Background: an optimization exercise with open tools, aiming at a short achievable clock period. Do not read the settings as production practice.
Only simulation tests tie the RTL to the original design; equivalence was not proved.
No activity file was given, so power comes from the tool's default toggle rates.

==> design.v <==
`default_nettype none
package shooter_pkg;
	typedef logic [3:0] heading_t;    
	typedef logic [8:0] dist_t;       
	typedef logic [3:0] points_t;
	typedef logic [19:0] bcd_score_t;
	typedef enum logic [1:0] {
		WPN_SPREAD,    
		WPN_TRIPLE,    
		WPN_CANNON     
	} weapon_t;
	typedef enum logic [1:0] {
		EN_BRUTE,
		EN_RAIDER,
		EN_DART,
		EN_TITAN
	} enemy_t;
	typedef enum logic [2:0] {
		ST_IDLE,
		ST_FIRE,
		ST_SPAWN,
		ST_MOVE,
		ST_SWEEP,
		ST_DONE
	} step_state_t;
	localparam int SCORE_DIGITS = 5;
	localparam dist_t RANGE_AXIS = 9'd240;    
	localparam dist_t RANGE_DIAG = 9'd340;    
	localparam dist_t RANGE_SKEW = 9'd260;    
	localparam dist_t BREACH_DIST = 9'd15;
	localparam logic [15:0] SPAWN_SEED = 16'hace1;
endpackage
`default_nettype wire
`timescale 1ns/1ns
`default_nettype none
import shooter_pkg::*;
module pilot_controls
(
	input  logic     CLK,
	input  logic     RESET,
	input  logic     fire,             
	input  logic     rotate_cw,
	input  logic     rotate_ccw,
	input  logic     weapon_switch,
	input  logic     fire_take,        
	output shooter_pkg::heading_t heading,      
	output logic [1:0]weapon,
	output shooter_pkg::heading_t heading_i,    
	output logic [1:0]weapon_i,
	output logic     fire_pending
);
	logic [3:0] sync_a;       
	logic [3:0] sync_b;
	logic [3:0] sync_prev;    
	logic [3:0] press;
	always_ff @(posedge CLK) begin
		if (RESET) begin
			sync_a <= '1;           
			sync_b <= '1;
			sync_prev <= '1;
		end else begin
			sync_a <= {weapon_switch, rotate_ccw, rotate_cw, fire};
			sync_b <= sync_a;
			sync_prev <= sync_b;
		end
	end
	assign press = sync_prev & ~sync_b;    
	function automatic logic [1:0] next_weapon(logic [1:0] w);
		case (w)
			WPN_SPREAD: next_weapon = WPN_TRIPLE;
			WPN_TRIPLE: next_weapon = WPN_CANNON;
			default:    next_weapon = WPN_SPREAD;
		endcase
	endfunction
	shooter_pkg::heading_t heading_n;
	logic [1:0]            weapon_n;
	shooter_pkg::heading_t heading_next;
	logic [1:0]            weapon_next;
	assign heading_i = ~heading_n;
	assign weapon_i = ~weapon_n;
	assign heading_next = heading_i + {3'd0, press[2]} - {3'd0, press[1]};
	assign weapon_next = press[3] ? next_weapon(weapon_i) : weapon_i;
	always_ff @(posedge CLK) begin
		if (RESET) begin
			heading <= '0;
			heading_n <= '1;
			weapon <= WPN_SPREAD;
			weapon_n <= 2'b11;
			fire_pending <= 1'b0;
		end else begin
			heading <= heading_next;
			heading_n <= ~heading_next;
			weapon <= weapon_next;
			weapon_n <= ~weapon_next;
			if (press[0])
				fire_pending <= 1'b1;    
			else if (fire_take)
				fire_pending <= 1'b0;
		end
	end
endmodule
`default_nettype wire
`timescale 1ns/1ns
`default_nettype none
import shooter_pkg::*;
module step_sequencer
#(
	parameter int TICK_CYCLES = 64,
	parameter int BULLET_SLOTS = 20
) (
	input  logic                    CLK,
	input  logic                    RESET,
	output logic                    ph_fire,     
	output logic                    ph_spawn,    
	output logic                    ph_move,     
	output logic [BULLET_SLOTS-1:0] ph_sweep,    
	output logic                    step_done,   
	output logic                    done         
);
	localparam int TICK_W = (TICK_CYCLES > 1) ? $clog2(TICK_CYCLES) : 1;
	logic [TICK_W-1:0] tick_cnt;
	logic              tick;
	logic              done_n;    
	assign done = ~done_n;
	assign tick = (tick_cnt == TICK_W'(TICK_CYCLES - 1));
	always_ff @(posedge CLK) begin
		if (RESET) begin
			tick_cnt <= '0;
			ph_fire <= 1'b0;
			ph_spawn <= 1'b0;
			ph_move <= 1'b0;
			ph_sweep <= '0;
			step_done <= 1'b0;
			done_n <= 1'b1;
		end else begin
			tick_cnt <= tick ? '0 : tick_cnt + 1'b1;
			ph_fire <= tick;
			ph_spawn <= ph_fire;
			ph_move <= ph_spawn;
			ph_sweep <= {ph_sweep[BULLET_SLOTS-2:0], ph_move};
			step_done <= ph_sweep[BULLET_SLOTS-1];
			done_n <= ~ph_sweep[BULLET_SLOTS-1];
		end
	end
endmodule
`default_nettype wire
`timescale 1ns/1ns
`default_nettype none
import shooter_pkg::*;
module bullet_pool
#(
	parameter int BULLET_SLOTS = 20
) (
	input  logic                    CLK,
	input  logic                    RESET,
	input  logic                    ph_fire,
	input  logic                    fire_take,
	input  logic [1:0]              weapon,
	input  shooter_pkg::heading_t   heading,
	input  logic                    advance,     
	input  logic [BULLET_SLOTS-1:0] row_sel,     
	input  logic [BULLET_SLOTS-1:0] spent,       
	output logic                    row_live,
	output shooter_pkg::heading_t   row_head,
	output shooter_pkg::dist_t      row_dist,
	output logic [1:0]              row_wpn
);
	function automatic logic [8:0] range_of(logic [3:0] h);
		if (h[1:0] == 2'b00)
			range_of = RANGE_AXIS;
		else if (!h[0])
			range_of = RANGE_DIAG;
		else
			range_of = RANGE_SKEW;
	endfunction
	function automatic logic [3:0] bullet_speed(logic [1:0] w);
		case (w)
			WPN_SPREAD: bullet_speed = 4'd7;
			WPN_TRIPLE: bullet_speed = 4'd5;
			default:    bullet_speed = 4'd4;
		endcase
	endfunction
	logic [BULLET_SLOTS-1:0] live;
	logic [BULLET_SLOTS-1:0] leave;            
	shooter_pkg::heading_t   b_head [BULLET_SLOTS];
	shooter_pkg::dist_t      b_dist [BULLET_SLOTS];
	logic [1:0]              b_wpn [BULLET_SLOTS];
	logic [4:0]              more [BULLET_SLOTS];
	logic [BULLET_SLOTS-1:0] fill;
	shooter_pkg::heading_t   fill_head [BULLET_SLOTS];
	shooter_pkg::heading_t   shot_head [5];
	always_ff @(posedge CLK) begin
		more[0] <= '0;
		for (int i = 1; i < BULLET_SLOTS; i++)
			more[i] <= live[i-1] ? more[i-1] : {more[i-1][3:0], 1'b1};
	end
	assign shot_head[0] = heading + 4'd2;
	assign shot_head[1] = heading + 4'd14;
	assign shot_head[2] = heading + 4'd1;
	assign shot_head[3] = heading + 4'd15;
	assign shot_head[4] = heading;
	always_comb begin
		for (int i = 0; i < BULLET_SLOTS; i++) begin
			logic [4:0] at;     
			at = {more[i][3] & ~more[i][4], more[i][2] & ~more[i][3],
				more[i][1] & ~more[i][2], more[i][0] & ~more[i][1], ~more[i][0]};
			case (weapon)
				WPN_SPREAD: begin
					fill[i] = !live[i] && !more[i][4];
					fill_head[i] = at[0] ? shot_head[0] : at[1] ? shot_head[1] :
						at[2] ? shot_head[2] : at[3] ? shot_head[3] : shot_head[4];
				end
				WPN_TRIPLE: begin
					fill[i] = !live[i] && !more[i][2];
					fill_head[i] = at[0] ? shot_head[2] : at[1] ? shot_head[3] : shot_head[4];
				end
				default: begin
					fill[i] = !live[i] && !more[i][0];
					fill_head[i] = shot_head[4];
				end
			endcase
		end
	end
	always_ff @(posedge CLK) begin
		if (RESET)
			live <= '0;
		else if (ph_fire)
			live <= (live & ~leave) | (fire_take ? fill : '0);
		else
			live <= live & ~spent;
	end
	always_ff @(posedge CLK) begin
		for (int i = 0; i < BULLET_SLOTS; i++) begin
			if (fire_take && fill[i]) begin
				b_head[i] <= fill_head[i];
				b_dist[i] <= {5'd0, bullet_speed(weapon)};
				b_wpn[i] <= weapon;
			end else if (advance) begin
				leave[i] <= b_dist[i] >= range_of(b_head[i]);
				b_dist[i] <= b_dist[i] + {5'd0, bullet_speed(b_wpn[i])};
			end
		end
	end
	always_comb begin
		row_live = 1'b0;
		row_head = '0;
		row_dist = '0;
		row_wpn = '0;
		for (int i = 0; i < BULLET_SLOTS; i++) begin
			row_live = row_live | (row_sel[i] & live[i]);
			row_head = row_head | ({4{row_sel[i]}} & b_head[i]);
			row_dist = row_dist | ({9{row_sel[i]}} & b_dist[i]);
			row_wpn = row_wpn | ({2{row_sel[i]}} & b_wpn[i]);
		end
	end
endmodule
`default_nettype wire
`timescale 1ns/1ns
`default_nettype none
import shooter_pkg::*;
module enemy_pool
#(
	parameter int ENEMY_SLOTS = 8
) (
	input  logic                  CLK,
	input  logic                  RESET,
	input  logic                  ph_fire,      
	input  logic                  advance,      
	input  logic                  resolve,      
	input  logic                  row_live,
	input  shooter_pkg::heading_t row_head,
	input  shooter_pkg::dist_t    row_dist,
	input  logic [1:0]            row_wpn,
	output logic                  hit,
	output logic                  kill,         
	output logic [1:0]            kill_type,
	output logic                  kill_i,       
	output logic [1:0]            kill_type_i
);
	function automatic logic [8:0] range_of(logic [3:0] h);
		if (h[1:0] == 2'b00)
			range_of = RANGE_AXIS;
		else if (!h[0])
			range_of = RANGE_DIAG;
		else
			range_of = RANGE_SKEW;
	endfunction
	function automatic logic [3:0] weapon_damage(logic [1:0] w);
		case (w)
			WPN_SPREAD: weapon_damage = 4'd2;
			WPN_TRIPLE: weapon_damage = 4'd3;
			default:    weapon_damage = 4'd9;
		endcase
	endfunction
	function automatic logic [3:0] enemy_speed(logic [1:0] t);
		case (t)
			EN_BRUTE:  enemy_speed = 4'd3;
			EN_RAIDER: enemy_speed = 4'd4;
			EN_DART:   enemy_speed = 4'd5;
			default:   enemy_speed = 4'd1;
		endcase
	endfunction
	function automatic logic [3:0] enemy_health(logic [1:0] t);
		case (t)
			EN_BRUTE:  enemy_health = 4'd6;
			EN_RAIDER: enemy_health = 4'd3;
			EN_DART:   enemy_health = 4'd2;
			default:   enemy_health = 4'd15;
		endcase
	endfunction
	logic [ENEMY_SLOTS-1:0] live;
	logic [ENEMY_SLOTS-1:0] breach;      
	logic [1:0]             e_type [ENEMY_SLOTS];
	shooter_pkg::heading_t  e_head [ENEMY_SLOTS];
	shooter_pkg::dist_t     e_dist [ENEMY_SLOTS];
	logic [3:0]             e_health [ENEMY_SLOTS];
	logic [15:0]            lfsr;        
	logic [ENEMY_SLOTS-1:0] spawn_at;    
	shooter_pkg::heading_t  spawn_head;
	logic [1:0]             spawn_type;
	logic [ENEMY_SLOTS-1:0] match;       
	logic [1:0]             match_wpn;
	logic [ENEMY_SLOTS-1:0] cand;
	logic [ENEMY_SLOTS-1:0] first;       
	logic [ENEMY_SLOTS-1:0] slain;
	logic [3:0]             damage;
	logic                   kill_now;
	logic [1:0]             type_now;
	assign spawn_head = lfsr[3:0];
	assign spawn_type = lfsr[5:4];
	always_comb begin
		logic taken;
		taken = 1'b0;
		for (int i = 0; i < ENEMY_SLOTS; i++) begin
			spawn_at[i] = !live[i] && !taken;
			taken = taken | !live[i];
		end
	end
	always_ff @(posedge CLK) begin
		for (int i = 0; i < ENEMY_SLOTS; i++)
			match[i] <= row_live && e_head[i] == row_head && e_dist[i] <= row_dist;
		match_wpn <= row_wpn;
	end
	assign cand = match & live;
	assign damage = weapon_damage(match_wpn);
	always_comb begin
		logic seen;
		seen = 1'b0;
		kill_now = 1'b0;
		type_now = '0;
		for (int i = 0; i < ENEMY_SLOTS; i++) begin
			first[i] = cand[i] && !seen;
			seen = seen | cand[i];
			slain[i] = first[i] && damage >= e_health[i];
			kill_now = kill_now | slain[i];
			type_now = type_now | ({2{first[i]}} & e_type[i]);
		end
	end
	assign hit = resolve && |cand;
	logic       kill_n;
	logic [1:0] kill_type_n;
	assign kill_i = ~kill_n;
	assign kill_type_i = ~kill_type_n;
	always_ff @(posedge CLK) begin
		if (RESET) begin
			kill <= 1'b0;
			kill_n <= 1'b1;
		end else begin
			kill <= resolve && kill_now;
			kill_n <= !(resolve && kill_now);
		end
		kill_type <= type_now;
		kill_type_n <= ~type_now;
	end
	always_ff @(posedge CLK) begin
		if (RESET) begin
			live <= '0;
			lfsr <= SPAWN_SEED;
		end else if (ph_fire) begin
			lfsr <= {lfsr[14:0], lfsr[15] ^ lfsr[13] ^ lfsr[12] ^ lfsr[10]};
			live <= (live & ~breach) | spawn_at;
		end else if (resolve) begin
			live <= live & ~slain;
		end
	end
	always_ff @(posedge CLK) begin
		for (int i = 0; i < ENEMY_SLOTS; i++) begin
			if (ph_fire && spawn_at[i]) begin
				e_type[i] <= spawn_type;
				e_head[i] <= spawn_head;
				e_dist[i] <= range_of(spawn_head) - {5'd0, enemy_speed(spawn_type)};
				e_health[i] <= enemy_health(spawn_type);
			end else if (advance) begin
				breach[i] <= e_dist[i] < BREACH_DIST;
				if (e_dist[i] >= BREACH_DIST)
					e_dist[i] <= e_dist[i] - {5'd0, enemy_speed(e_type[i])};
			end else if (resolve && first[i] && !slain[i]) begin
				e_health[i] <= e_health[i] - damage;
			end
		end
	end
endmodule
`default_nettype wire
`timescale 1ns/1ns
`default_nettype none
import shooter_pkg::*;
module score_keeper
(
	input  logic       CLK,
	input  logic       RESET,
	input  logic       fire_take,
	input  logic       kill,
	input  logic [1:0]   kill_type,
	output shooter_pkg::bcd_score_t score_bcd
);
	logic [5:0] d0_p1;
	logic [5:0] d0_p2;
	logic [5:0] d0_p3;
	logic [5:0] d0_p4;
	logic [5:0] d0_p6;
	logic [5:0] d0_p7;
	logic [5:0] d0_p15;
	logic [5:0] d0_p16;
	logic [5:0] d1_p1;
	logic [5:0] d1_p2;
	logic [5:0] d2_p1;
	logic [5:0] d3_p1;
	logic [5:0] d4_p1;
	logic [7:0] add_sel;     
	logic [5:0] d0_sum;
	logic       c1;
	logic       c2;
	logic       c3;
	shooter_pkg::bcd_score_t score_next;
	shooter_pkg::bcd_score_t score_n;     
	shooter_pkg::bcd_score_t score_i;     
	assign score_i = ~score_n;
	assign d0_p1 =
		({6{score_i[3:0] == 4'd0}} & 6'd1) |
		({6{score_i[3:0] == 4'd1}} & 6'd2) |
		({6{score_i[3:0] == 4'd2}} & 6'd3) |
		({6{score_i[3:0] == 4'd3}} & 6'd4) |
		({6{score_i[3:0] == 4'd4}} & 6'd5) |
		({6{score_i[3:0] == 4'd5}} & 6'd6) |
		({6{score_i[3:0] == 4'd6}} & 6'd7) |
		({6{score_i[3:0] == 4'd7}} & 6'd8) |
		({6{score_i[3:0] == 4'd8}} & 6'd9) |
		({6{score_i[3:0] == 4'd9}} & 6'd16) |
		({6{score_i[3:0] == 4'd10}} & 6'd17) |
		({6{score_i[3:0] == 4'd11}} & 6'd18) |
		({6{score_i[3:0] == 4'd12}} & 6'd19) |
		({6{score_i[3:0] == 4'd13}} & 6'd20) |
		({6{score_i[3:0] == 4'd14}} & 6'd21) |
		({6{score_i[3:0] == 4'd15}} & 6'd22);
	assign d0_p2 =
		({6{score_i[3:0] == 4'd0}} & 6'd2) |
		({6{score_i[3:0] == 4'd1}} & 6'd3) |
		({6{score_i[3:0] == 4'd2}} & 6'd4) |
		({6{score_i[3:0] == 4'd3}} & 6'd5) |
		({6{score_i[3:0] == 4'd4}} & 6'd6) |
		({6{score_i[3:0] == 4'd5}} & 6'd7) |
		({6{score_i[3:0] == 4'd6}} & 6'd8) |
		({6{score_i[3:0] == 4'd7}} & 6'd9) |
		({6{score_i[3:0] == 4'd8}} & 6'd16) |
		({6{score_i[3:0] == 4'd9}} & 6'd17) |
		({6{score_i[3:0] == 4'd10}} & 6'd18) |
		({6{score_i[3:0] == 4'd11}} & 6'd19) |
		({6{score_i[3:0] == 4'd12}} & 6'd20) |
		({6{score_i[3:0] == 4'd13}} & 6'd21) |
		({6{score_i[3:0] == 4'd14}} & 6'd22) |
		({6{score_i[3:0] == 4'd15}} & 6'd23);
	assign d0_p3 =
		({6{score_i[3:0] == 4'd0}} & 6'd3) |
		({6{score_i[3:0] == 4'd1}} & 6'd4) |
		({6{score_i[3:0] == 4'd2}} & 6'd5) |
		({6{score_i[3:0] == 4'd3}} & 6'd6) |
		({6{score_i[3:0] == 4'd4}} & 6'd7) |
		({6{score_i[3:0] == 4'd5}} & 6'd8) |
		({6{score_i[3:0] == 4'd6}} & 6'd9) |
		({6{score_i[3:0] == 4'd7}} & 6'd16) |
		({6{score_i[3:0] == 4'd8}} & 6'd17) |
		({6{score_i[3:0] == 4'd9}} & 6'd18) |
		({6{score_i[3:0] == 4'd10}} & 6'd19) |
		({6{score_i[3:0] == 4'd11}} & 6'd20) |
		({6{score_i[3:0] == 4'd12}} & 6'd21) |
		({6{score_i[3:0] == 4'd13}} & 6'd22) |
		({6{score_i[3:0] == 4'd14}} & 6'd23) |
		({6{score_i[3:0] == 4'd15}} & 6'd24);
	assign d0_p4 =
		({6{score_i[3:0] == 4'd0}} & 6'd4) |
		({6{score_i[3:0] == 4'd1}} & 6'd5) |
		({6{score_i[3:0] == 4'd2}} & 6'd6) |
		({6{score_i[3:0] == 4'd3}} & 6'd7) |
		({6{score_i[3:0] == 4'd4}} & 6'd8) |
		({6{score_i[3:0] == 4'd5}} & 6'd9) |
		({6{score_i[3:0] == 4'd6}} & 6'd16) |
		({6{score_i[3:0] == 4'd7}} & 6'd17) |
		({6{score_i[3:0] == 4'd8}} & 6'd18) |
		({6{score_i[3:0] == 4'd9}} & 6'd19) |
		({6{score_i[3:0] == 4'd10}} & 6'd20) |
		({6{score_i[3:0] == 4'd11}} & 6'd21) |
		({6{score_i[3:0] == 4'd12}} & 6'd22) |
		({6{score_i[3:0] == 4'd13}} & 6'd23) |
		({6{score_i[3:0] == 4'd14}} & 6'd24) |
		({6{score_i[3:0] == 4'd15}} & 6'd25);
	assign d0_p6 =
		({6{score_i[3:0] == 4'd0}} & 6'd6) |
		({6{score_i[3:0] == 4'd1}} & 6'd7) |
		({6{score_i[3:0] == 4'd2}} & 6'd8) |
		({6{score_i[3:0] == 4'd3}} & 6'd9) |
		({6{score_i[3:0] == 4'd4}} & 6'd16) |
		({6{score_i[3:0] == 4'd5}} & 6'd17) |
		({6{score_i[3:0] == 4'd6}} & 6'd18) |
		({6{score_i[3:0] == 4'd7}} & 6'd19) |
		({6{score_i[3:0] == 4'd8}} & 6'd20) |
		({6{score_i[3:0] == 4'd9}} & 6'd21) |
		({6{score_i[3:0] == 4'd10}} & 6'd22) |
		({6{score_i[3:0] == 4'd11}} & 6'd23) |
		({6{score_i[3:0] == 4'd12}} & 6'd24) |
		({6{score_i[3:0] == 4'd13}} & 6'd25) |
		({6{score_i[3:0] == 4'd14}} & 6'd32) |
		({6{score_i[3:0] == 4'd15}} & 6'd33);
	assign d0_p7 =
		({6{score_i[3:0] == 4'd0}} & 6'd7) |
		({6{score_i[3:0] == 4'd1}} & 6'd8) |
		({6{score_i[3:0] == 4'd2}} & 6'd9) |
		({6{score_i[3:0] == 4'd3}} & 6'd16) |
		({6{score_i[3:0] == 4'd4}} & 6'd17) |
		({6{score_i[3:0] == 4'd5}} & 6'd18) |
		({6{score_i[3:0] == 4'd6}} & 6'd19) |
		({6{score_i[3:0] == 4'd7}} & 6'd20) |
		({6{score_i[3:0] == 4'd8}} & 6'd21) |
		({6{score_i[3:0] == 4'd9}} & 6'd22) |
		({6{score_i[3:0] == 4'd10}} & 6'd23) |
		({6{score_i[3:0] == 4'd11}} & 6'd24) |
		({6{score_i[3:0] == 4'd12}} & 6'd25) |
		({6{score_i[3:0] == 4'd13}} & 6'd32) |
		({6{score_i[3:0] == 4'd14}} & 6'd33) |
		({6{score_i[3:0] == 4'd15}} & 6'd34);
	assign d0_p15 =
		({6{score_i[3:0] == 4'd0}} & 6'd21) |
		({6{score_i[3:0] == 4'd1}} & 6'd22) |
		({6{score_i[3:0] == 4'd2}} & 6'd23) |
		({6{score_i[3:0] == 4'd3}} & 6'd24) |
		({6{score_i[3:0] == 4'd4}} & 6'd25) |
		({6{score_i[3:0] == 4'd5}} & 6'd32) |
		({6{score_i[3:0] == 4'd6}} & 6'd33) |
		({6{score_i[3:0] == 4'd7}} & 6'd34) |
		({6{score_i[3:0] == 4'd8}} & 6'd35) |
		({6{score_i[3:0] == 4'd9}} & 6'd36) |
		({6{score_i[3:0] == 4'd10}} & 6'd37) |
		({6{score_i[3:0] == 4'd11}} & 6'd38) |
		({6{score_i[3:0] == 4'd12}} & 6'd39) |
		({6{score_i[3:0] == 4'd13}} & 6'd40) |
		({6{score_i[3:0] == 4'd14}} & 6'd41) |
		({6{score_i[3:0] == 4'd15}} & 6'd42);
	assign d0_p16 =
		({6{score_i[3:0] == 4'd0}} & 6'd22) |
		({6{score_i[3:0] == 4'd1}} & 6'd23) |
		({6{score_i[3:0] == 4'd2}} & 6'd24) |
		({6{score_i[3:0] == 4'd3}} & 6'd25) |
		({6{score_i[3:0] == 4'd4}} & 6'd32) |
		({6{score_i[3:0] == 4'd5}} & 6'd33) |
		({6{score_i[3:0] == 4'd6}} & 6'd34) |
		({6{score_i[3:0] == 4'd7}} & 6'd35) |
		({6{score_i[3:0] == 4'd8}} & 6'd36) |
		({6{score_i[3:0] == 4'd9}} & 6'd37) |
		({6{score_i[3:0] == 4'd10}} & 6'd38) |
		({6{score_i[3:0] == 4'd11}} & 6'd39) |
		({6{score_i[3:0] == 4'd12}} & 6'd40) |
		({6{score_i[3:0] == 4'd13}} & 6'd41) |
		({6{score_i[3:0] == 4'd14}} & 6'd42) |
		({6{score_i[3:0] == 4'd15}} & 6'd43);
	assign d1_p1 =
		({6{score_i[7:4] == 4'd0}} & 6'd1) |
		({6{score_i[7:4] == 4'd1}} & 6'd2) |
		({6{score_i[7:4] == 4'd2}} & 6'd3) |
		({6{score_i[7:4] == 4'd3}} & 6'd4) |
		({6{score_i[7:4] == 4'd4}} & 6'd5) |
		({6{score_i[7:4] == 4'd5}} & 6'd6) |
		({6{score_i[7:4] == 4'd6}} & 6'd7) |
		({6{score_i[7:4] == 4'd7}} & 6'd8) |
		({6{score_i[7:4] == 4'd8}} & 6'd9) |
		({6{score_i[7:4] == 4'd9}} & 6'd16) |
		({6{score_i[7:4] == 4'd10}} & 6'd17) |
		({6{score_i[7:4] == 4'd11}} & 6'd18) |
		({6{score_i[7:4] == 4'd12}} & 6'd19) |
		({6{score_i[7:4] == 4'd13}} & 6'd20) |
		({6{score_i[7:4] == 4'd14}} & 6'd21) |
		({6{score_i[7:4] == 4'd15}} & 6'd22);
	assign d1_p2 =
		({6{score_i[7:4] == 4'd0}} & 6'd2) |
		({6{score_i[7:4] == 4'd1}} & 6'd3) |
		({6{score_i[7:4] == 4'd2}} & 6'd4) |
		({6{score_i[7:4] == 4'd3}} & 6'd5) |
		({6{score_i[7:4] == 4'd4}} & 6'd6) |
		({6{score_i[7:4] == 4'd5}} & 6'd7) |
		({6{score_i[7:4] == 4'd6}} & 6'd8) |
		({6{score_i[7:4] == 4'd7}} & 6'd9) |
		({6{score_i[7:4] == 4'd8}} & 6'd16) |
		({6{score_i[7:4] == 4'd9}} & 6'd17) |
		({6{score_i[7:4] == 4'd10}} & 6'd18) |
		({6{score_i[7:4] == 4'd11}} & 6'd19) |
		({6{score_i[7:4] == 4'd12}} & 6'd20) |
		({6{score_i[7:4] == 4'd13}} & 6'd21) |
		({6{score_i[7:4] == 4'd14}} & 6'd22) |
		({6{score_i[7:4] == 4'd15}} & 6'd23);
	assign d2_p1 =
		({6{score_i[11:8] == 4'd0}} & 6'd1) |
		({6{score_i[11:8] == 4'd1}} & 6'd2) |
		({6{score_i[11:8] == 4'd2}} & 6'd3) |
		({6{score_i[11:8] == 4'd3}} & 6'd4) |
		({6{score_i[11:8] == 4'd4}} & 6'd5) |
		({6{score_i[11:8] == 4'd5}} & 6'd6) |
		({6{score_i[11:8] == 4'd6}} & 6'd7) |
		({6{score_i[11:8] == 4'd7}} & 6'd8) |
		({6{score_i[11:8] == 4'd8}} & 6'd9) |
		({6{score_i[11:8] == 4'd9}} & 6'd16) |
		({6{score_i[11:8] == 4'd10}} & 6'd17) |
		({6{score_i[11:8] == 4'd11}} & 6'd18) |
		({6{score_i[11:8] == 4'd12}} & 6'd19) |
		({6{score_i[11:8] == 4'd13}} & 6'd20) |
		({6{score_i[11:8] == 4'd14}} & 6'd21) |
		({6{score_i[11:8] == 4'd15}} & 6'd22);
	assign d3_p1 =
		({6{score_i[15:12] == 4'd0}} & 6'd1) |
		({6{score_i[15:12] == 4'd1}} & 6'd2) |
		({6{score_i[15:12] == 4'd2}} & 6'd3) |
		({6{score_i[15:12] == 4'd3}} & 6'd4) |
		({6{score_i[15:12] == 4'd4}} & 6'd5) |
		({6{score_i[15:12] == 4'd5}} & 6'd6) |
		({6{score_i[15:12] == 4'd6}} & 6'd7) |
		({6{score_i[15:12] == 4'd7}} & 6'd8) |
		({6{score_i[15:12] == 4'd8}} & 6'd9) |
		({6{score_i[15:12] == 4'd9}} & 6'd16) |
		({6{score_i[15:12] == 4'd10}} & 6'd17) |
		({6{score_i[15:12] == 4'd11}} & 6'd18) |
		({6{score_i[15:12] == 4'd12}} & 6'd19) |
		({6{score_i[15:12] == 4'd13}} & 6'd20) |
		({6{score_i[15:12] == 4'd14}} & 6'd21) |
		({6{score_i[15:12] == 4'd15}} & 6'd22);
	assign d4_p1 =
		({6{score_i[19:16] == 4'd0}} & 6'd1) |
		({6{score_i[19:16] == 4'd1}} & 6'd2) |
		({6{score_i[19:16] == 4'd2}} & 6'd3) |
		({6{score_i[19:16] == 4'd3}} & 6'd4) |
		({6{score_i[19:16] == 4'd4}} & 6'd5) |
		({6{score_i[19:16] == 4'd5}} & 6'd6) |
		({6{score_i[19:16] == 4'd6}} & 6'd7) |
		({6{score_i[19:16] == 4'd7}} & 6'd8) |
		({6{score_i[19:16] == 4'd8}} & 6'd9) |
		({6{score_i[19:16] == 4'd9}} & 6'd16) |
		({6{score_i[19:16] == 4'd10}} & 6'd17) |
		({6{score_i[19:16] == 4'd11}} & 6'd18) |
		({6{score_i[19:16] == 4'd12}} & 6'd19) |
		({6{score_i[19:16] == 4'd13}} & 6'd20) |
		({6{score_i[19:16] == 4'd14}} & 6'd21) |
		({6{score_i[19:16] == 4'd15}} & 6'd22);
	always_comb begin
		add_sel = '0;
		if (kill) begin
			case (kill_type)
				EN_BRUTE:  add_sel = fire_take ? 8'b00100000 : 8'b00010000;
				EN_RAIDER: add_sel = fire_take ? 8'b00001000 : 8'b00000100;
				EN_DART:   add_sel = fire_take ? 8'b00000100 : 8'b00000010;
				default:   add_sel = fire_take ? 8'b10000000 : 8'b01000000;
			endcase
		end else if (fire_take) begin
			add_sel = 8'b00000001;
		end
	end
	always_comb begin
		d0_sum = {2'd0, score_i[3:0]};
		if (add_sel[0]) d0_sum = d0_p1;
		if (add_sel[1]) d0_sum = d0_p2;
		if (add_sel[2]) d0_sum = d0_p3;
		if (add_sel[3]) d0_sum = d0_p4;
		if (add_sel[4]) d0_sum = d0_p6;
		if (add_sel[5]) d0_sum = d0_p7;
		if (add_sel[6]) d0_sum = d0_p15;
		if (add_sel[7]) d0_sum = d0_p16;
	end
	assign score_next[3:0] = d0_sum[3:0];
	always_comb begin
		case (d0_sum[5:4])
			2'd1:    {c1, score_next[7:4]} = {d1_p1[4], d1_p1[3:0]};
			2'd2:    {c1, score_next[7:4]} = {d1_p2[4], d1_p2[3:0]};
			default: {c1, score_next[7:4]} = {1'b0, score_i[7:4]};
		endcase
	end
	assign c2 = c1 && d2_p1[4];
	assign c3 = c2 && d3_p1[4];
	assign score_next[11:8] = c1 ? d2_p1[3:0] : score_i[11:8];
	assign score_next[15:12] = c2 ? d3_p1[3:0] : score_i[15:12];
	assign score_next[19:16] = c3 ? d4_p1[3:0] : score_i[19:16];
	always_ff @(posedge CLK) begin
		if (RESET) begin
			score_bcd <= '0;
			score_n <= '1;
		end else if (fire_take || kill) begin
			score_bcd <= score_next;
			score_n <= ~score_next;
		end
	end
endmodule
`default_nettype wire
`timescale 1ns/1ns
`default_nettype none
module shooter_top #(
	parameter int TICK_CYCLES = 64,
	parameter int BULLET_SLOTS = 20,
	parameter int ENEMY_SLOTS = 8
) (
	input  logic                   CLK,
	input  logic                   RESET,
	input  logic                   fire,
	input  logic                   rotate_cw,
	input  logic                   rotate_ccw,
	input  logic                   weapon_switch,
	output shooter_pkg::heading_t  heading,
	output logic [1:0] weapon,
	output shooter_pkg::bcd_score_t score_bcd,
	output logic                   kill,
	output logic [1:0]  kill_type,
	output logic                   step_done
);
	logic                    fire_pending;
	logic                    fire_take;
	logic                    ph_fire;
	logic                    ph_spawn;
	logic                    ph_move;
	logic [BULLET_SLOTS-1:0] ph_sweep;
	logic [BULLET_SLOTS-1:0] row_sel;     
	logic [BULLET_SLOTS-1:0] res_sel;     
	logic                    resolve;
	logic                    row_live;
	shooter_pkg::heading_t   row_head;
	shooter_pkg::dist_t      row_dist;
	logic [1:0]              row_wpn;
	logic                    hit;
	shooter_pkg::heading_t   heading_i;    
	logic [1:0]              weapon_i;
	logic                    done;
	logic                    kill_i;
	logic [1:0]              kill_type_i;
	assign row_sel = {ph_sweep[BULLET_SLOTS-3:0], ph_move, ph_spawn};
	assign res_sel = {ph_sweep[BULLET_SLOTS-2:0], ph_move};
	assign resolve = |res_sel;
	assign fire_take = ph_fire && fire_pending;
	pilot_controls u_pilot_controls (
		.CLK(CLK), .RESET(RESET),
		.fire(fire), .rotate_cw(rotate_cw), .rotate_ccw(rotate_ccw),
		.weapon_switch(weapon_switch), .fire_take(fire_take),
		.heading(heading), .weapon(weapon),
		.heading_i(heading_i), .weapon_i(weapon_i), .fire_pending(fire_pending)
	);
	step_sequencer #(.TICK_CYCLES(TICK_CYCLES), .BULLET_SLOTS(BULLET_SLOTS)) u_step_sequencer (
		.CLK(CLK), .RESET(RESET),
		.ph_fire(ph_fire), .ph_spawn(ph_spawn), .ph_move(ph_move),
		.ph_sweep(ph_sweep), .step_done(step_done), .done(done)
	);
	bullet_pool #(.BULLET_SLOTS(BULLET_SLOTS)) u_bullet_pool (
		.CLK(CLK), .RESET(RESET),
		.ph_fire(ph_fire), .fire_take(fire_take), .weapon(weapon_i), .heading(heading_i),
		.advance(done), .row_sel(row_sel), .spent(hit ? res_sel : '0),
		.row_live(row_live), .row_head(row_head), .row_dist(row_dist), .row_wpn(row_wpn)
	);
	enemy_pool #(.ENEMY_SLOTS(ENEMY_SLOTS)) u_enemy_pool (
		.CLK(CLK), .RESET(RESET),
		.ph_fire(ph_fire), .advance(done), .resolve(resolve),
		.row_live(row_live), .row_head(row_head), .row_dist(row_dist), .row_wpn(row_wpn),
		.hit(hit), .kill(kill), .kill_type(kill_type),
		.kill_i(kill_i), .kill_type_i(kill_type_i)
	);
	score_keeper u_score_keeper (
		.CLK(CLK), .RESET(RESET),
		.fire_take(fire_take), .kill(kill_i), .kill_type(kill_type_i),
		.score_bcd(score_bcd)
	);
endmodule
`default_nettype wire
==> flow/run.sh <==
#!/bin/bash
# Standard ORFS layout, with repair_timing aiming well below the 17 ns clock
set -euo pipefail
bash standard.sh SETUP_SLACK_MARGIN=13 finish > make_finish.log 2>&1
==> standard.sh <==
#!/bin/bash
# synth_recipe.tcl (not shown) runs the flow's synth.tcl, then flattens the netlist and writes it again
# the make line also repeats each setting of config.mk as NAME=value (left out here)
make -C /OpenROAD-flow-scripts/flow DESIGN_CONFIG=/design/flow/config.mk WORK_HOME=/design/flow/orfs CLKGATE_MAP_FILE= SYNTH_SCRIPT=/design/flow/synth_recipe.tcl "${@:-finish}"
==> config.mk <==
export PLATFORM = sky130hd
export DESIGN_NAME = shooter_top
export DESIGN_NICKNAME = shooter_top
export VERILOG_FILES = /design/flow/design.v
export SDC_FILE = /design/flow/constraint.sdc
export NUM_CORES = 4
export LEC_CHECK = 0
export ABC_CLOCK_PERIOD_IN_PS = 4000
export CAP_MARGIN = 20
export CORE_MARGIN = 2
export CORE_UTILIZATION = 65
export SLEW_MARGIN = 20
==> constraint.sdc <==
create_clock -name core_clock -period 17.0 [get_ports {CLK}]
set_input_delay 3.4000 -clock core_clock [delete_from_list [all_inputs] [get_ports {CLK}]]
set_output_delay 3.4000 -clock core_clock [all_outputs]
set_load 0.01 [all_outputs]
==> results.sh, run 1 <==
export IMPL_yosysMostFrequentCell="nor2_1"
export IMPL_fin_skew_ns=0.0260
export IMPL_portBuffers=35
export IMPL_synth_edf_count=380
export IMPL_core_area_sq_um=67500
export IMPL_slew_limit_headroom_pct=22.4
export IMPL_drt_iter0_drc=4398
export IMPL_clk_latency_ns=0.65
export IMPL_synth_top_family_by_area="compound AO/OA/AOI/OAI gates"
export IMPL_die_w_um=266
export IMPL_synth_top_area_share_pct=25.6
export IMPL_irDropWorstVdd_mv=0.134
export IMPL_syn_num_nets=5135
export IMPL_synth_mux_area_share_pct=3.60
export IMPL_clkTransAtPathRegs_ns=0.06
export IMPL_start_util_pct=66.0
export IMPL_grt_max_degree=76
export IMPL_synth_simple_area_share_pct=16.3
export IMPL_cts_max_path_buffers=3
export IMPL_final_max_slew_viol_count=0
export IMPL_gp_congestion=0.968
export IMPL_drc=0
export IMPL_fin_tns_setup_ns=0
export IMPL_fmax_mhz=222
export IMPL_hold_viol_final=0
export IMPL_grt_pass1_wl_mm=207
export IMPL_cp_start_kind="flip-flop"
export IMPL_clock_sinks=721
export IMPL_synthCells=4774
export IMPL_via_per_inst=6.57
export IMPL_critPathKind="flip-flop to output pin"
export IMPL_final_nets=5049
export IMPL_yosys_area_top_type="edfxtp_1"
export IMPL_synthDistinctLibCells=86
export IMPL_ys_flop_type="edfxtp_1"
export IMPL_drive_gt1_share_pct=9.90
export IMPL_yosysSeqAreaShare_pct=40.9
export IMPL_nFillCells=5256
export IMPL_die_area_sq_um=70700
export IMPL_cp_required_ns=13.60
export IMPL_synthAdderAreaFrac_pct=10.6
export IMPL_critPathCaptureType="output pin"
export IMPL_cap_violations=0
export IMPL_p_leak_nw=19.1
export IMPL_worst_path_max_fanout=2
export IMPL_synth_area_per_cell_sq_um=9.33
export IMPL_whs_ns=0.408
export IMPL_grt_ovfl_total=0
export IMPL_wl_mm=137
export IMPL_regArea_sq_um=18300
export IMPL_grt_antenna_before_repair=7
export IMPL_cp_arrival_ns=1.11
export IMPL_rows=95
export IMPL_post_drt_wl_per_cell_um=24.3
export IMPL_synth_top_cells_by_count="nor2_1, edfxtp_1, a21oi_1, nand2_1, dfxtp_1"
export IMPL_ctsHoldBuffers=0
export IMPL_clockRootBuffer="clkbuf_16"
export IMPL_grt_usage_pct=38.1
export IMPL_cts_tree="done"
export IMPL_die_h_um=266
export IMPL_vias=37000
export IMPL_grt_setup_unrepaired="yes"
export IMPL_p_per_area_nw_per_um2=81.8
export IMPL_worst_pin_slew_ns=1.16
export IMPL_ys_warn_count=15
export IMPL_htree_levels=3
export IMPL_synth_compound_area_share_pct=17.6
export IMPL_path_buf_inv=1
export IMPL_crit_chain="buf_6"
export IMPL_dpl_hpwl_mm=94.1
export IMPL_netlist_area_sq_um=44600
export IMPL_synth_area_top_cells="edfxtp_1, dfxtp_1, ha_1"
export IMPL_ys_ff_latch=721
export IMPL_cts_buffers=80
export IMPL_outcome="finished clean"
export IMPL_period_share_pct=26.5
export IMPL_fin_crit_ns=4.51
export IMPL_crit_slowest_cell="dfxtp_2"
export IMPL_area_delta_synth_final_pct=8.64
export IMPL_hp_class="flip-flop to flip-flop"
export IMPL_pin_count=36
export IMPL_cp_slowest_stage_delay_ns=0.36
export IMPL_crit_family="flip-flops"
export IMPL_async_reset_ff_share_pct=0
export IMPL_ant_nets=0
export IMPL_grt_pass1_vias=34100
export IMPL_multi_input_comb_area_sq_um=24100
export IMPL_synth_xor_xnor_area_share_pct=5.52
export IMPL_drt_pass1_iter_count=6
export IMPL_setup_viol=0
==> power breakdown <==
part | internal [mW] | switching [mW]
combinational | 0.117 | 0.239
sequential | 1.84 | 0.00524
clock | 1.02 | 0.740
total | 2.98 | 0.985
==> flip-flops by register name, summed over array words and instances (netlist names), 32 cells and up <==
name	cells
u_bullet_pool.b_head	80
u_enemy_pool.e_dist	72
u_bullet_pool.b_dist	180
u_enemy_pool.e_head	32
u_bullet_pool.more	85
u_enemy_pool.e_health	32
u_bullet_pool.b_wpn	40
==> layout make-up <==
type	instances	share of cell area, %
Sequential cell	721	37.8
Antenna cell	1	0.00517
Inverter	301	2.35
Tap cell	873	2.26
Clock inverter	21	0.421
Clock buffer	129	5.07
Timing Repair Buffer	134	2.38
Multi-Input combinational cell	3449	49.7
Timing Repair inverter	1	0.0155
==> final timing paths <==
kind	slack, ns	depth (start not counted)	startpoint	endpoint
hold reg to reg	0.41	1	u_pilot_controls.sync_a[3]$_SDFF_PP1_	u_pilot_controls.sync_b[3]$_SDFF_PP1_
hold / removal	0.41	1	u_pilot_controls.sync_a[3]$_SDFF_PP1_	u_pilot_controls.sync_b[3]$_SDFF_PP1_
setup / recovery	12.49	1	u_score_keeper.score_bcd[3]$_SDFFE_PP0P_	score_bcd[3]
setup reg to reg	13.18	10	u_enemy_pool.lfsr[5]$_SDFFE_PP1P_	u_enemy_pool.e_dist[5][5]$_DFFE_PP_
==> per-stage QoR <==
stage               worst slack [ns]  util (%)  instances  cell area [sq um]  total power [mW]
floorplan                      12.85         -       4774              44700              2.12
CTS                            12.47      71.6       5628              48300              3.96
finish                         12.49      71.7       5630              48400              3.96
global placement               11.95      67.5       5469              45600              2.21
global route                   12.47      71.7       5629              48400              4.06
detailed placement             11.92      67.5       5470              45600              2.22
==> kinds of logic after synthesis <==
family	after synthesis
fa+ha+maj	356
simple gates	1457
compound gates	1206
flops	721
mux	149
buf+inv	604
xor+xnor	281
==> cell usage in the layout (no fill, tap or decap), types with 27 or more instances in the layout <==
cell type	instances
nand4_1	30
clkbuf_16	87
buf_6	27
nand2b_1	89
o22ai_1	38
nor2b_1	116
a22oi_1	58
a21o_1	28
nand3_1	90
fa_1	38
xor2_1	74
o21ai_0	318
nand2_1	347
a22o_1	62
buf_4	96
mux2_2	79
dfxtp_2	29
nor3b_1	58
or3_1	71
a211oi_1	66
or2_2	58
nor2_1	401
o21a_1	27
xnor2_1	206
ha_1	312
dfxtp_1	309
nor4_1	30
edfxtp_1	380
inv_1	291
a221oi_1	58
nor3_1	72
mux2i_1	69
a21oi_1	347
clkbuf_1	29
==> timing repair <==
action / CTS / global route
resized for setup: 173 / 18
setup endpoints to repair: 121 / 58
setup buffers: 7 / 0
gates cloned: 1 / 1
==> metal layers <==
layer | vias to the layer above | GRT usage [%] | routed length (um)
li1 | 16900 | - | -
met1 | 17600 | 55.2 | 56500
met2 | 2109 | 56.4 | 58100
met3 | 382 | 7.26 | 16200
met4 | 6 | 14.9 | 5880
met5 | - | 0 | 40
==> run 2, diff against run 1 <==
--- a/config.mk
+++ b/config.mk
@@ -8,5 +8,8 @@
 export ABC_CLOCK_PERIOD_IN_PS = 4000
 export CAP_MARGIN = 20
 export CORE_MARGIN = 2
-export CORE_UTILIZATION = 65
+export CORE_UTILIZATION = 75
+export CTS_BUF_LIST = sky130_fd_sc_hd__clkbuf_16
+export CTS_CLUSTER_DIAMETER = 100
+export CTS_CLUSTER_SIZE = 25
 export SLEW_MARGIN = 20
==> run 2 against run 1 <==
Effect of this change: still clean on timing, DRC and antenna; non-clock buffer count down 11; utilization is 7.4 points higher; sequential share of layout area rose by 1.5 points; highest routed layer unchanged.
==> results.sh, run 2 <==
export IMPL_fin_skew_ns=0.0243
export IMPL_drt_iter0_drc=5096
export IMPL_netlist_area_sq_um=44600
export IMPL_cts_tree="done"
export IMPL_vias=37500
export IMPL_clock_sinks=721
export IMPL_largest_register="u_bullet_pool.b_dist"
export IMPL_cp_start_kind="flip-flop"
export IMPL_final_max_slew_viol_count=0
export IMPL_critPathCaptureType="output pin"
export IMPL_clockRootBuffer="clkbuf_16"
export IMPL_multi_input_comb_area_sq_um=24100
export IMPL_whs_path_depth=1
export IMPL_drc=0
export IMPL_clkTransAtPathRegs_ns=0.10
export IMPL_synth_top_family_by_area="compound AO/OA/AOI/OAI gates"
export IMPL_nFillCells=3960
export IMPL_wl_mm=133
export IMPL_grt_ovfl_total=0
export IMPL_min_to="u_pilot_controls.sync_b[2]$_SDFF_PP1_"
export IMPL_synth_simple_area_share_pct=16.3
export IMPL_switchingPower_mw=0.833
export IMPL_synthDistinctLibCells=86
export IMPL_grt_setup_unrepaired="yes"
export IMPL_start_util_pct=75.6
export IMPL_crit_slowest_cell="dfxtp_2"
export IMPL_cp_required_ns=13.60
export IMPL_fin_crit_ns=4.46
export IMPL_dp_cells=5361
export IMPL_slew_limit_headroom_pct=13.8
export IMPL_final_common_cell="nor2_1"
export IMPL_top_regs="u_bullet_pool.b_dist (180), u_bullet_pool.more (85), u_bullet_pool.b_head (80)"
export IMPL_yosysSeqAreaShare_pct=40.9
export IMPL_yosysMostFrequentCell="nor2_1"
export IMPL_whs_ns=0.417
export IMPL_cts_buffers=36
export IMPL_p_leak_nw=18.3
export IMPL_largest_reg_flops=180
export IMPL_drive_gt1_share_pct=8.46
export IMPL_setup_viol=0
export IMPL_reg2reg_to="u_enemy_pool.e_dist[3][5]$_DFFE_PP_"
export IMPL_hp_class="flip-flop to flip-flop"
export IMPL_portBuffers=35
export IMPL_async_reset_ff_share_pct=0
export IMPL_cp_arrival_ns=1.06
export IMPL_synth_xor_xnor_area_share_pct=5.52
export IMPL_area_delta_synth_final_pct=4.61
export IMPL_grt_max_degree=75
export IMPL_clockPowerShare_pct=31.5
export IMPL_reg2reg_slack_ns=13.04
export IMPL_min_from="u_pilot_controls.sync_a[2]$_SDFF_PP1_"
export IMPL_grt_usage_pct=42.9
export IMPL_path_buf_inv=1
export IMPL_cp_slowest_stage_delay_ns=0.34
export IMPL_synthAdderAreaFrac_pct=10.6
export IMPL_critPathKind="flip-flop to output pin"
export IMPL_ys_ff_latch=721
export IMPL_outcome="finished clean"
export IMPL_worst_pin_slew_ns=1.28
export IMPL_die_w_um=248
export IMPL_pin_count=36
export IMPL_htree_levels=2
export IMPL_fin_tns_setup_ns=0
export IMPL_die_h_um=248
export IMPL_instances_no_fill=5437
export IMPL_regArea_sq_um=18300
export IMPL_ctsHoldBuffers=0
export IMPL_die_area_sq_um=61400
export IMPL_crit_family="flip-flops"
export IMPL_p_int_mw=2.37
export IMPL_final_nets=4994
export IMPL_clk_latency_ns=0.61
export IMPL_p_per_area_nw_per_um2=68.7
export IMPL_fmax_mhz=224
export IMPL_rows=89
export IMPL_p_total_mw=3.20
export IMPL_ys_flop_type="edfxtp_1"
export IMPL_syn_num_nets=5135
export IMPL_worst_path_max_fanout=2
export IMPL_via_per_inst=6.90
export IMPL_core_area_sq_um=58900
export IMPL_yosys_area_top_type="edfxtp_1"
export IMPL_synth_mux_area_share_pct=3.60
export IMPL_synth_area_per_cell_sq_um=9.33
export IMPL_grt_antenna_before_repair=6
export IMPL_synth_compound_area_share_pct=17.6
export IMPL_irDropWorstVdd_mv=0.126
export IMPL_pre_cts_ws_ns=11.95
export IMPL_ant_nets=0
export IMPL_cts_max_path_buffers=3
export IMPL_drt_pass1_iter_count=6
export IMPL_switching_share_pct=26.0
export IMPL_combPwrFrac_pct=11.0
export IMPL_synthCells=4774
export IMPL_ys_warn_count=15
export IMPL_synth_edf_count=380
export IMPL_setup_ws_ns=12.54
export IMPL_cap_violations=0
export IMPL_gp_congestion=0.999
export IMPL_r2r_start="u_enemy_pool.lfsr[4]$_SDFFE_PP0P_"
export IMPL_dpl_hpwl_mm=92.9
export IMPL_crit_chain="buf_6"
export IMPL_period_share_pct=26.2
export IMPL_synth_top_cells_by_count="nor2_1, edfxtp_1, a21oi_1, nand2_1, dfxtp_1"
export IMPL_sequentialPowerShare_pct=57.4
export IMPL_synth_top_area_share_pct=25.6
export IMPL_synth_area_top_cells="edfxtp_1, dfxtp_1, ha_1"
export IMPL_hold_viol_final=0
export IMPL_reg2regPathDepth=9
export IMPL_post_drt_wl_per_cell_um=24.5
export IMPL_final_cell_mix="nor2_1, edfxtp_1, a21oi_1, nand2_1, o21ai_0"
export IMPL_grt_pass1_wl_mm=201
export IMPL_grt_pass1_vias=34800
## run 2: cell counts after synthesis
Identical to the previous run, type by type.
## run 2: power by group through the flow
| stage | sequential [mW] | clock (mW) | combinational [mW] |
|---|---|---|---|
| after global placement | 1.88 | 0 | 0.330 |
| after floorplan | 1.88 | 0 | 0.238 |
| after global routing | 1.84 | 1.07 | 0.368 |
| after CTS | 1.84 | 1.01 | 0.335 |
| final | 1.84 | 1.01 | 0.354 |
| after detailed placement | 1.88 | 0 | 0.334 |
## run 2: routing by layer
layer | vias up | track usage [%] | part of all wire, %
li1 | 16800 | - | -
met1 | 17600 | 59.6 | 38
met2 | 2556 | 62.9 | 42
met3 | 522 | 10.4 | 14
met4 | 8 | 21.2 | 5.8
met5 | - | 0 | 0.10
## run 2: final cells by class
| cell class | count | area share, % |
|---|---|---|
| diodes | 5 | 0.0268 |
| clock buffers | 37 | 1.99 |
| clock inverters | 27 | 0.341 |
| inverters | 301 | 2.43 |
| multi-input cells | 3449 | 51.7 |
| flip-flops and latches | 721 | 39.2 |
| well taps | 773 | 2.07 |
| repair buffers | 123 | 2.23 |
| repair inverters | 1 | 0.0161 |
## run 2: what timing repair did
item                                    in CTS  in global routing
gates resized for setup                    175                 17
endpoints found under the setup margin     150                 92
hold endpoints to repair                     0                  0
buffers inserted                             3                  3
gates cloned                                 1                  0
## run 2: logic make-up after synthesis
logic type,after synthesis
DFF,721
muxes,149
xor gates and xnor gates,281
buffers and inverters,604
adders and majority gates,356
and+or+nand+nor,1457
AOI/OAI and AO/OA,1206
## run 2: stage by stage
stage | instance area, sq um | utilization (%)
after floorplan | 44700 | -
after global placement | 45400 | 77.0
after detailed placement | 45400 | 77.0
after CTS | 46500 | 79.0
after global routing | 46600 | 79.1
final | 46600 | 79.1
## run 2: how the worst max path moves through the flow
stage / startpoint / end / cells past startpoint
detailed placement: RESET / u_score_keeper.score_n[0]$_SDFFE_PP1P_ / 4
finish: u_score_keeper.score_bcd[3]$_SDFFE_PP0P_ / score_bcd[3] / 1
global route: u_score_keeper.score_bcd[2]$_SDFFE_PP0P_ / score_bcd[2] / 1
global placement: RESET / u_score_keeper.score_n[11]$_SDFFE_PP1P_ / 4
CTS: u_score_keeper.score_bcd[1]$_SDFFE_PP0P_ / score_bcd[1] / 1
floorplan: RESET / u_pilot_controls.sync_prev[1]$_SDFF_PP1_ / 4
==> run 3, diff against run 2 <==
--- a/design.v
+++ b/design.v
@@ -700,7 +700,9 @@
 		end else if (fire_take || kill) begin
 			score_bcd <= score_next;
 			score_n <= ~score_next;
-		end
+		end else begin
+			score_bcd <= score_i;    
+		end                          
 	end
 endmodule
 `default_nettype wire
==> run 3 against run 2 <==
Effect of this change: still clean on timing, DRC and antenna; via count shrank 2.6%; register-to-register slack improved by 0.09 ns; combinational power is 18% lower; die area shrank 2.0%; utilization increased by 0.88 points; worst setup slack lost 0.0024 ns; design area decreased by 1.2%; synthesized area fell by 2.0%; routed wire length shrank 0.45%; maximum frequency is essentially flat; sequential share of layout area rose by 0.45 points; clock power about the same; critical path type unchanged.
==> results.sh, run 3 <==
export IMPL_grt_setup_unrepaired="yes"
export IMPL_cts_tree="done"
export IMPL_final_cell_mix="edfxtp_1, inv_1, nor2_1, ha_1, dfxtp_1"
export IMPL_drive_gt1_share_pct=9.47
export IMPL_path_depth=1
export IMPL_grt_pass1_wl_mm=199
export IMPL_critPathCaptureType="output pin"
export IMPL_cp_start_kind="flip-flop"
export IMPL_yosysMostFrequentCell="edfxtp_1"
export IMPL_htree_levels=2
export IMPL_outcome="finished clean"
export IMPL_final_common_cell="edfxtp_1"
export IMPL_synthDistinctLibCells=84
export IMPL_cp_slowest_stage_delay_ns=0.34
export IMPL_yosys_area_top_type="edfxtp_1"
export IMPL_crit_chain="buf_6"
export IMPL_critPathKind="flip-flop to output pin"
export IMPL_hp_class="flip-flop to flip-flop"
export IMPL_synth_edf_count=380
export IMPL_cp_arrival_ns=1.06
export IMPL_cts_buffers=35
export IMPL_start_util_pct=75.8
export IMPL_crit_family="flip-flops"
export IMPL_grt_pass1_vias=34000
export IMPL_ys_warn_count=15
export IMPL_setup_viol=0
export IMPL_worst_path_max_fanout=1
export IMPL_area_delta_synth_final_pct=5.50
export IMPL_ant_nets=0
export IMPL_p_per_area_nw_per_um2=68.3
export IMPL_grt_antenna_before_repair=4
export IMPL_ys_flop_type="edfxtp_1"
export IMPL_period_share_pct=26.2
export IMPL_fin_skew_ns=0.0278
export IMPL_fin_crit_ns=4.46
export IMPL_drt_pass1_iter_count=6
export IMPL_netlist_area_sq_um=43700
export IMPL_synthCells=4557
export IMPL_cp_required_ns=13.60
export IMPL_reg2reg_to="u_enemy_pool.match[1]$_DFF_P_"
export IMPL_reg2regPathDepth=13
export IMPL_clk_latency_ns=0.61
export IMPL_clkTransAtPathRegs_ns=0.10
export IMPL_r2r_start="u_step_sequencer.ph_sweep[5]$_SDFF_PP0_"
export IMPL_largest_reg_flops=180
export IMPL_grt_ovfl_total=0
export IMPL_syn_num_nets=4918
export IMPL_reg2reg_slack_ns=13.13
export IMPL_post_drt_wl_per_cell_um=25.4
export IMPL_final_max_slew_viol_count=0
export IMPL_fmax_mhz=224
export IMPL_gp_congestion=1.04
export IMPL_via_per_inst=6.99
export IMPL_cap_violations=0
export IMPL_largest_register="u_bullet_pool.b_dist"
export IMPL_irDropWorstVdd_mv=0.0875
export IMPL_slew_limit_headroom_pct=23.1
export IMPL_hold_viol_final=0
export IMPL_portBuffers=35
export IMPL_cts_max_path_buffers=3
export IMPL_grt_usage_pct=43.1
export IMPL_yosysSeqAreaShare_pct=41.8
export IMPL_core_area_sq_um=57600
export IMPL_synth_top_area_share_pct=26.1
export IMPL_die_area_sq_um=60200
export IMPL_async_reset_ff_share_pct=0
export IMPL_grt_max_degree=85
export IMPL_vias=36500
export IMPL_rows=88
export IMPL_synth_area_top_cells="edfxtp_1, dfxtp_1, ha_1"
export IMPL_crit_end="score_bcd[19]"
export IMPL_synth_top_cells_by_count="edfxtp_1, dfxtp_1, nor2_1, ha_1, inv_1"
export IMPL_dpl_hpwl_mm=91.9
export IMPL_die_h_um=245
export IMPL_ys_ff_latch=721
export IMPL_path_buf_inv=1
export IMPL_worst_pin_slew_ns=1.15
export IMPL_pin_count=36
export IMPL_crit_slowest_cell="dfxtp_2"
export IMPL_crit_start="u_score_keeper.score_bcd[19]$_SDFF_PP0_"
export IMPL_p_leak_nw=18.2
export IMPL_whs_ns=0.416
export IMPL_top_regs="u_bullet_pool.b_dist (180), u_bullet_pool.more (85), u_bullet_pool.b_head (80)"
export IMPL_clockRootBuffer="clkbuf_16"
export IMPL_synth_area_per_cell_sq_um=9.58
export IMPL_final_nets=4789
export IMPL_fin_tns_setup_ns=0
export IMPL_drc=0
export IMPL_wl_mm=132
export IMPL_drt_iter0_drc=5783
export IMPL_die_w_um=245
export IMPL_clock_sinks=721
[run 3: cell types whose count changed after synthesis, moves of 37 or more]
cell     delta
buf_2      -41
nor2_1     -76
nor3_1     -37
a21oi_1    -52
nand2_1    -45
o21ai_0    -45
[run 3: worst reg2reg max path: stages (launching register included)]
cell and delay (ns):
dfxtp_1 0.50, a22o_1 0.33, a221oi_1 0.35, nand3_1 0.25
nor2_1 0.16, buf_4 0.25, ha_1 0.29, nor2b_1 0.13
o21a_1 0.15, o21ai_0 0.15, a21oi_1 0.09, o311a_1 0.33
o21ai_0 0.53, nor4b_1 0.28
[run 3: layer usage]
metal	vias up	GRT usage, %	wire, um
met3	536	8.80	18100
met1	17200	60.4	49800
met4	2	21.4	7940
met2	2646	63.8	56700
met5	-	0	10
li1	16100	-	-
[run 3: report_power, final]
group          internal (mW)  total [mW]  switching [mW]
Combinational          0.104       0.289           0.185
Clock                  0.420        1.01           0.589
Sequential              1.84        1.85         0.00958
Total                   2.36        3.15           0.784
[run 3: layout make-up]
type,instances,area [sq um]
Antenna cell,2,5.00
Clock inverter,27,161
Sequential cell,721,18300
Fill cell,3832,11500
Timing Repair Buffer,122,1050
Tap cell,765,957
Multi-Input combinational cell,3227,23500
Clock buffer,37,926
Inverter,321,1230
[run 3: cell families after synthesis]
group	share of synthesized area, %
AND/OR/NAND/NOR	15.0
AO/OA/AOI/OAI	17.5
flip-flops	41.8
buffers and inverters	5.33
adder cells (fa/ha/maj)	10.8
XOR/XNOR	5.49
multiplexers	4.11
[run 3: stage by stage]
stage,worst slack [ns],total power [mW],util (%),cells,cell area (sq um)
after global placement,11.51,2.15,77.7,5147,44800
after detailed placement,11.45,2.16,77.8,5148,44800
after floorplan,12.90,2.08,-,4557,43800
after global routing,12.52,3.21,80.0,5220,46100
final,12.54,3.15,80.0,5222,46100
after CTS,12.51,3.12,79.7,5216,45900
[run 3: worst min-delay path by stage]
stage / startpoint / end / slack [ns] / cells after the start
3_3_place_gp: u_pilot_controls.sync_a[2]$_SDFF_PP1_ / u_pilot_controls.sync_b[2]$_SDFF_PP1_ / 0.39 / 1
3_5_place_dp: u_pilot_controls.sync_a[1]$_SDFF_PP1_ / u_pilot_controls.sync_b[1]$_SDFF_PP1_ / 0.39 / 1
2_1_floorplan: u_pilot_controls.sync_a[0]$_SDFF_PP1_ / u_pilot_controls.sync_b[0]$_SDFF_PP1_ / 0.39 / 1
4_1_cts: u_pilot_controls.sync_a[1]$_SDFF_PP1_ / u_pilot_controls.sync_b[1]$_SDFF_PP1_ / 0.42 / 1
5_1_grt: u_pilot_controls.sync_a[3]$_SDFF_PP1_ / u_pilot_controls.sync_b[3]$_SDFF_PP1_ / 0.43 / 1
6_report: u_pilot_controls.sync_a[1]$_SDFF_PP1_ / u_pilot_controls.sync_b[1]$_SDFF_PP1_ / 0.42 / 1
[run 3: what timing repair did]
item	CTS	global route
hold buffers	0	0
cloned	0	1
hold endpoints to repair	0	0
setup buffers	4	3
gates resized for setup	155	26
pin swaps	1	2
setup endpoints to repair	100	56
==> run 4, diff against run 3 <==
--- a/config.mk
+++ b/config.mk
@@ -8,7 +8,7 @@
 export ABC_CLOCK_PERIOD_IN_PS = 4000
 export CAP_MARGIN = 20
 export CORE_MARGIN = 2
-export CORE_UTILIZATION = 75
+export CORE_UTILIZATION = 82
 export CTS_BUF_LIST = sky130_fd_sc_hd__clkbuf_16
 export CTS_CLUSTER_DIAMETER = 100
 export CTS_CLUSTER_SIZE = 25
==> run 4 against run 3 <==
Effect of this change: synthesized area unchanged; clock power about the same; worst setup slack worse by 0.020 ns; synthesized cell count unchanged; largest power group unchanged; register-to-register slack worse by 0.06 ns; power down 0.39%; first-iteration DRC count up 19%; global-route usage up 5.6 points; maximum frequency down 0.44%; die area down 8.4%; sequential share of layout area up 0.17 points.
==> results.sh, run 4 <==
export IMPL_cts_max_path_buffers=3
export IMPL_pin_count=36
export IMPL_crit_slowest_cell="dfxtp_2"
export IMPL_vias=37700
export IMPL_grt_max_degree=85
export IMPL_die_h_um=235
export IMPL_top_regs="u_bullet_pool.b_dist (180), u_bullet_pool.more (85), u_bullet_pool.b_head (80)"
export IMPL_sequentialPowerShare_pct=59.0
export IMPL_critPathKind="flip-flop to output pin"
export IMPL_synth_top_cells_by_count="edfxtp_1, dfxtp_1, nor2_1, ha_1, inv_1"
export IMPL_nFillCells=2725
export IMPL_ys_flop_type="edfxtp_1"
export IMPL_cp_required_ns=13.60
export IMPL_grt_usage_pct=48.7
export IMPL_ys_warn_count=15
export IMPL_fmax_mhz=223
export IMPL_crit_chain="buf_6"
export IMPL_worst_path_max_fanout=1
export IMPL_via_per_inst=7.34
export IMPL_setup_ws_ns=12.52
export IMPL_rows=84
export IMPL_synth_area_top_cells="edfxtp_1, dfxtp_1, ha_1"
export IMPL_ys_ff_latch=721
export IMPL_crit_start="u_score_keeper.score_bcd[18]$_SDFF_PP0_"
export IMPL_grt_setup_unrepaired="yes"
export IMPL_switching_share_pct=25.2
export IMPL_die_w_um=235
export IMPL_period_share_pct=26.3
export IMPL_whs_ns=0.420
export IMPL_grt_pass1_vias=36500
export IMPL_slew_limit_headroom_pct=15.5
export IMPL_switchingPower_mw=0.788
export IMPL_synth_edf_count=380
export IMPL_synth_area_per_cell_sq_um=9.58
export IMPL_drive_gt1_share_pct=9.20
export IMPL_crit_family="flip-flops"
export IMPL_cp_slowest_stage_delay_ns=0.36
export IMPL_hold_viol_final=0
export IMPL_path_buf_inv=1
export IMPL_start_util_pct=82.9
export IMPL_clockPowerShare_pct=31.7
export IMPL_yosys_area_top_type="edfxtp_1"
export IMPL_utilization_pct=87.1
export IMPL_irDropWorstVdd_mv=0.106
export IMPL_drt_iter0_drc=6860
export IMPL_yosysMostFrequentCell="edfxtp_1"
export IMPL_final_nets=4781
export IMPL_clockRootBuffer="clkbuf_16"
export IMPL_fin_crit_ns=4.48
export IMPL_area_delta_synth_final_pct=5.02
export IMPL_core_area_sq_um=52700
export IMPL_clkTransAtPathRegs_ns=0.10
export IMPL_cap_violations=0
export IMPL_min_from="u_pilot_controls.sync_a[2]$_SDFF_PP1_"
export IMPL_clk_latency_ns=0.63
export IMPL_synthCells=4557
export IMPL_cp_arrival_ns=1.08
export IMPL_clock_sinks=721
export IMPL_dp_cells=5065
export IMPL_grt_pass1_wl_mm=209
export IMPL_netlist_area_sq_um=43700
export IMPL_setup_viol=0
export IMPL_dpl_hpwl_mm=93.0
export IMPL_instances_no_fill=5138
export IMPL_worst_pin_slew_ns=1.25
export IMPL_async_reset_ff_share_pct=0
export IMPL_synthDistinctLibCells=84
export IMPL_die_area_sq_um=55100
export IMPL_largest_register="u_bullet_pool.b_dist"
export IMPL_drc=0
export IMPL_ant_nets=0
export IMPL_p_int_mw=2.34
export IMPL_cp_start_kind="flip-flop"
export IMPL_syn_num_nets=4918
export IMPL_wl_mm=137
export IMPL_portBuffers=35
export IMPL_grt_antenna_before_repair=11
export IMPL_critPathCaptureType="output pin"
export IMPL_synth_top_area_share_pct=26.1
export IMPL_post_drt_wl_per_cell_um=26.7
export IMPL_final_max_slew_viol_count=0
export IMPL_combPwrFrac_pct=9.3
export IMPL_cts_tree="done"
export IMPL_fin_skew_ns=0.0227
export IMPL_htree_levels=2
export IMPL_ctsHoldBuffers=0
export IMPL_p_per_area_nw_per_um2=68.3
export IMPL_final_common_cell="edfxtp_1"
export IMPL_final_cell_mix="edfxtp_1, inv_1, nor2_1, dfxtp_1, ha_1"
export IMPL_p_leak_nw=18.1
export IMPL_yosysSeqAreaShare_pct=41.8
export IMPL_fin_tns_setup_ns=0
export IMPL_cts_buffers=35
export IMPL_gp_congestion=1.10
export IMPL_drt_pass1_iter_count=10
export IMPL_largest_reg_flops=180
export IMPL_hp_class="flip-flop to flip-flop"
export IMPL_pre_cts_ws_ns=11.46
export IMPL_grt_ovfl_total=0
export IMPL_outcome="finished clean"
export IMPL_r2r_start="u_step_sequencer.ph_sweep[1]$_SDFF_PP0_"
[run 4: logic make-up after synthesis]
logic type      Yosys count  share of synthesized area (%)
mux                     167                           4.11
compound gates         1154                           17.5
xor+xnor                274                           5.49
buf+inv                 609                           5.33
flops                   721                           41.8
simple gates           1277                           15.0
fa+ha+maj               355                           10.8
[run 4: path summary, 6_finish.rpt]
kind	to	slack, ns	depth (start not counted)
setup / recovery	score_bcd[18]	12.52	1
hold / removal	u_pilot_controls.sync_b[2]$_SDFF_PP1_	0.42	1
setup reg to reg	u_enemy_pool.match[0]$_DFF_P_	13.07	13
hold reg to reg	u_pilot_controls.sync_b[2]$_SDFF_PP1_	0.42	1
[run 4: what timing repair did]
| item | 4_1_cts | 5_1_grt |
|---|---|---|
| cloned | 0 | 1 |
| resized for setup | 166 | 16 |
| pin swaps | 1 | 1 |
| buffers inserted | 1 | 4 |
| setup endpoints to repair | 97 | 55 |
[run 4: routing by layer]
metal | global-route usage (%) | up-vias | routed length [um]
met5 | 0 | - | 189
met4 | 28.9 | 10 | 10700
li1 | - | 16100 | -
met1 | 62.5 | 17500 | 46900
met2 | 72.3 | 3197 | 57900
met3 | 15.9 | 849 | 21700
[run 4: power groups by stage]
| stage | sequential [mW] | clock (mW) | combinational (mW) |
|---|---|---|---|
| floorplan | 1.88 | 0 | 0.195 |
| global placement | 1.89 | 0 | 0.266 |
| detailed placement | 1.89 | 0 | 0.273 |
| CTS | 1.85 | 0.978 | 0.276 |
| global route | 1.85 | 1.03 | 0.303 |
| finish | 1.85 | 0.993 | 0.291 |
[run 4: area by class of cell]
class,instances,area [sq um],area share [%]
Antenna cell,4,10.0,0.0218
Clock buffer,37,926,2.02
Clock inverter,26,120,0.262
Inverter,321,1240,2.70
Multi-Input combinational cell,3227,23500,51.2
Sequential cell,721,18300,39.8
Tap cell,688,861,1.88
Timing Repair Buffer,114,960,2.09
[run 4: through the flow]
step                cell area (sq um)  total power [mW]
floorplan                       43800              2.08
finish                          45900              3.13
CTS                             45700              3.10
global route                    45900              3.19
global placement                44600              2.15
detailed placement              44600              2.16

## re-timing with driven ports
The flow's constraints put no driver on any port. The routed layouts listed below were extracted and timed again, unchanged, in two steps. Step 1: set_driving_cell puts a clkbuf_16 on CLK and a buf_2 on each other input, an assumption about the parent block. Step 2 adds t to the input delays and takes it off the output delays; t is the mean of the earliest and latest rising clock arrival at the registers after step 1. Input paths then give back, and output paths get back, about the clock's delay inside the block. Three values: no drivers, after step 1, after step 2; two values: the first two.
run	shift t [ns]	setup WS [ns]	cell pins on the clock port's net
run 1	0.704	12.495 / 12.427 / 12.476	1
run 2	0.661	12.544 / 12.481 / 12.507	1
run 3	0.669	12.542 / 12.473 / 12.351	1
run 4	0.677	12.522 / 12.460 / 12.291	1
After both steps setup and hold are still met in every run listed. For run 4, which loses most, drivers alone change the setup slack by -0.062 ns; drivers and shift together by -0.231 ns.
